This is an optimization exercise on Yosys and OpenROAD, whose aim is a short achievable clock period and few clock cycles per item, not a production implementation. In this exercise RTL edits were held to simulation tests only and were not proved equivalent to the original. Power and IR drop assume default switching activity.

==> flow/design.v (excerpt) <==
module cpu #(
    parameter cpu_pkg::word_t RESET_PC = '0
) (
    input  logic           clk,
    input  logic           reset,
    output cpu_pkg::word_t imem_addr,
    input  cpu_pkg::word_t imem_data,
    output logic           dmem_valid,
    output logic           dmem_write,
    output cpu_pkg::word_t dmem_addr,
    output cpu_pkg::word_t dmem_wdata,
    input  logic           dmem_ready,
    input  cpu_pkg::word_t dmem_rdata
);
Size: ~4700 cells after synthesis, ~1300 flip-flops, ~170 I/O pins.
export LEC_CHECK = 0
export ABC_CLOCK_PERIOD_IN_PS = 2500
export CAP_MARGIN = 20
export CORE_MARGIN = 2
export CORE_UTILIZATION = 40
export PLACE_DENSITY = 0.6
export SETUP_SLACK_MARGIN = 4.0
export SLEW_MARGIN = 20
create_clock -name core_clock -period 7.0 [get_ports {clk}]
run.sh (not shown) runs the stock make flow with config.mk's settings and CLKGATE_MAP_FILE= SYNTH_SCRIPT=/design/flow/synth_recipe.tcl, a recipe that flattens the netlist after the stock synthesis.
Testbench counts at the start, summed over its fixed seeds: cycles 23,620, instructions 21,723.
Edit:
==> flow/flow/run.sh (new file) <==
#!/bin/bash
# Standard layout, except that synthesis leaves adders to ABC instead of
# mapping them onto the library's full/half-adder cells.
set -euo pipefail
cd "$(dirname "$0")/.."
ADDER_MAP_FILE= bash standard.sh > standard.log 2>&1
==> flow/standard.sh (new file) <==
#!/bin/bash
# synth_recipe.tcl (not shown) runs the flow's synth.tcl, then flattens the netlist and writes it again
# the make line also repeats each setting of config.mk as NAME=value (left out here)
make -C /OpenROAD-flow-scripts/flow DESIGN_CONFIG=/design/flow/config.mk WORK_HOME=/design/flow/orfs CLKGATE_MAP_FILE= SYNTH_SCRIPT=/design/flow/synth_recipe.tcl "${@:-finish}"
removed: flow/run.sh
After rerunning: The new run finished clean; synthesized cell count climbs by about 0.9%; maximum frequency goes up by 11%; routed wire length grows by about 3%; via count came out higher by 1.5%; count of clock-buffer cells in the layout is higher by 13; total power fell by about 1.3%.

* * *

Another version of the RTL of cpu (not shown whole).
Size: ~5,900 cells after synthesis, roughly 1,500 flip-flops, roughly 170 I/O pins.
export LEC_CHECK = 0
export ABC_CLOCK_PERIOD_IN_PS = 2500
export CAP_MARGIN = 20
export CELL_PAD_IN_SITES_DETAIL_PLACEMENT = 1
export CELL_PAD_IN_SITES_GLOBAL_PLACEMENT = 2
export CORE_MARGIN = 2
export CORE_UTILIZATION = 30
export PLACE_DENSITY = 0.5
export SETUP_SLACK_MARGIN = 4.0
export SLEW_MARGIN = 20
export SYNTH_HIERARCHICAL = 1
create_clock -name core_clock -period 7.0 [get_ports {clk}]
standard.sh (not shown) runs the stock make flow with config.mk's settings and CLKGATE_MAP_FILE= SYNTH_SCRIPT=/design/flow/synth_recipe.tcl, a recipe that flattens the netlist after the stock synthesis.
==> flow/flow/run.sh <==
#!/bin/bash
# Standard layout, except that:
# - synthesis leaves adders to ABC instead of mapping them onto the
#   library's full/half-adder cells;
# - the port buffers are buf_6 cells instead of the small delay buffers
#   that buffer_ports picks by default (every port still gets a buffer).
set -euo pipefail
cd "$(dirname "$0")/.."
ADDER_MAP_FILE= BUFFER_PORTS_ARGS="-buffer_cell sky130_fd_sc_hd__buf_6" bash standard.sh > standard.log 2>&1
Testbench counts at the start, summed over its fixed seeds: cycles 23,234, instructions 21,723.
Rerun with:
==> flow/flow/run.sh (replaced) <==
#!/bin/bash
# Standard layout, except that synthesis leaves adders to ABC instead of
# mapping them onto the library's full/half-adder cells.
set -euo pipefail
cd "$(dirname "$0")/.."
ADDER_MAP_FILE= bash standard.sh > standard.log 2>&1
The new run finished clean.
Setup slack degrades by 68 ps.
Final area shrinks by 1.2%.
Power shrinks by 0.72%.
Routed wire length shrinks by 0.81%.
Core utilization shrinks by 0.46 points.

* * *

Another version of the RTL of cpu (not shown whole).
For scale: ~5600 cells after synthesis, roughly 170 I/O pins, about 79000 µm² of cells after synthesis.
==> flow/config.mk <==
export PLATFORM = sky130hd
export DESIGN_NAME = cpu
export DESIGN_NICKNAME = cpu
export VERILOG_FILES = /design/flow/design.v
export SDC_FILE = /design/flow/constraint.sdc
export NUM_CORES = 4
export LEC_CHECK = 0
export ABC_CLOCK_PERIOD_IN_PS = 2500
export CAP_MARGIN = 20
export CELL_PAD_IN_SITES_DETAIL_PLACEMENT = 1
export CELL_PAD_IN_SITES_GLOBAL_PLACEMENT = 2
export CORE_MARGIN = 2
export CORE_UTILIZATION = 40
export PLACE_DENSITY = 0.6
export SETUP_SLACK_MARGIN = 4.0
export SLEW_MARGIN = 20
export SYNTH_HIERARCHICAL = 1
==> flow/constraint.sdc <==
create_clock -name core_clock -period 7.0 [get_ports {clk}]
set_input_delay 1.4000 -clock core_clock [delete_from_list [all_inputs] [get_ports {clk}]]
set_output_delay 1.4000 -clock core_clock [all_outputs]
set_load 0.01 [all_outputs]
==> flow/flow/run.sh <==
#!/bin/bash
# Standard layout, except that:
# - synthesis leaves adders to ABC instead of mapping them onto the
#   library's full/half-adder cells;
# - the port buffers are buf_6 cells instead of the small delay buffers
#   that buffer_ports picks by default (every port still gets a buffer).
set -euo pipefail
cd "$(dirname "$0")/.."
ADDER_MAP_FILE= BUFFER_PORTS_ARGS="-buffer_cell sky130_fd_sc_hd__buf_6" bash standard.sh > standard.log 2>&1
The baseline finished with timing, DRC and antenna clean.
Testbench counts at the start, summed over its fixed seeds: cycles 23,234, instructions 21,723.
Change:
Settings changed: CORE_UTILIZATION 40 to 30, PLACE_DENSITY 0.6 to 0.5.
What happened: Global-route usage shrinks by 5.8 points. Die area rises by 33%. Final area grows by 4.7%. Worst setup slack improves by 0.15 ns. Routed wire length rose by 11%. Register-to-register slack improved by 0.16 ns.
Change:
==> flow/flow/run.sh (replaced) <==
#!/bin/bash
# Standard layout, except that:
# - synthesis leaves adders to ABC instead of mapping them onto the
#   library's full/half-adder cells;
# - the port buffers are buf_6 cells instead of the small delay buffers
#   that buffer_ports picks by default (every port still gets a buffer);
# - timing repair may resize a cell to any cell of the same function, not
#   only to one of the same footprint.
set -euo pipefail
cd "$(dirname "$0")/.."
ADDER_MAP_FILE= BUFFER_PORTS_ARGS="-buffer_cell sky130_fd_sc_hd__buf_6" \
    bash standard.sh MATCH_CELL_FOOTPRINT=0 finish > standard.log 2>&1
Outcome: First-iteration DRC count goes up by 11%. Worst setup slack barely changes. Utilization goes down by 0.21 points. Routed wire length is lower by about 0.5%. Global-route usage falls by 0.23 points. Cell count stays flat. Synthesized area is unchanged. Via count rises by about 0.7%. Cell area is lower by 0.56%. Clock power grows by about 2%.

what the ideal ports hide:
The results above use ideal ports. As a check the final layouts listed here were re-extracted and re-timed, cells and wires unchanged.
Step 1 (the two cells are an assumption about what drives the block):
set clk [get_ports {clk}]
set_driving_cell -lib_cell sky130_fd_sc_hd__clkbuf_16 $clk
set_driving_cell -lib_cell sky130_fd_sc_hd__buf_2 [delete_from_list [all_inputs] $clk]
Step 2, shift: input delay + t, output delay - t, t = (earliest + latest rising clock arrival at the registers) / 2. This alone moves slack from input paths to output paths.
Three values: no drivers, after step 1, after step 2; two values: the first two.
run	t (ns)	slack for setup (ns)	hold WS [ns]	slew at the worst register clock pin (ns)
the first run of note 1	0.859	3.169 / 3.169 / 2.920	0.412 / 0.412 / 0.412	0.07 / 0.07
the second run of note 1	0.881	3.560 / 3.560 / 2.896	0.418 / 0.418 / 0.418	0.07 / 0.07
the first run of note 2	0.924	3.773 / 3.773 / 2.914	0.394 / 0.394 / 0.394	0.08 / 0.08
the second run of note 2	0.928	3.706 / 3.706 / 2.879	0.403 / 0.403 / 0.403	0.07 / 0.07
the first run of note 3	0.909	3.741 / 3.639 / 2.730	0.416 / 0.416 / 0.416	0.07 / 0.07
the second run of note 3	0.930	3.893 / 3.681 / 2.750	0.392 / 0.392 / 0.392	0.06 / 0.06
the third run of note 3	0.929	3.891 / 3.752 / 2.823	0.422 / 0.422 / 0.422	0.08 / 0.08
After both steps every run listed still meets setup and hold. For the second run of note 3, which loses most, drivers alone change the setup slack by -0.212 ns; drivers and shift together by -1.143 ns.
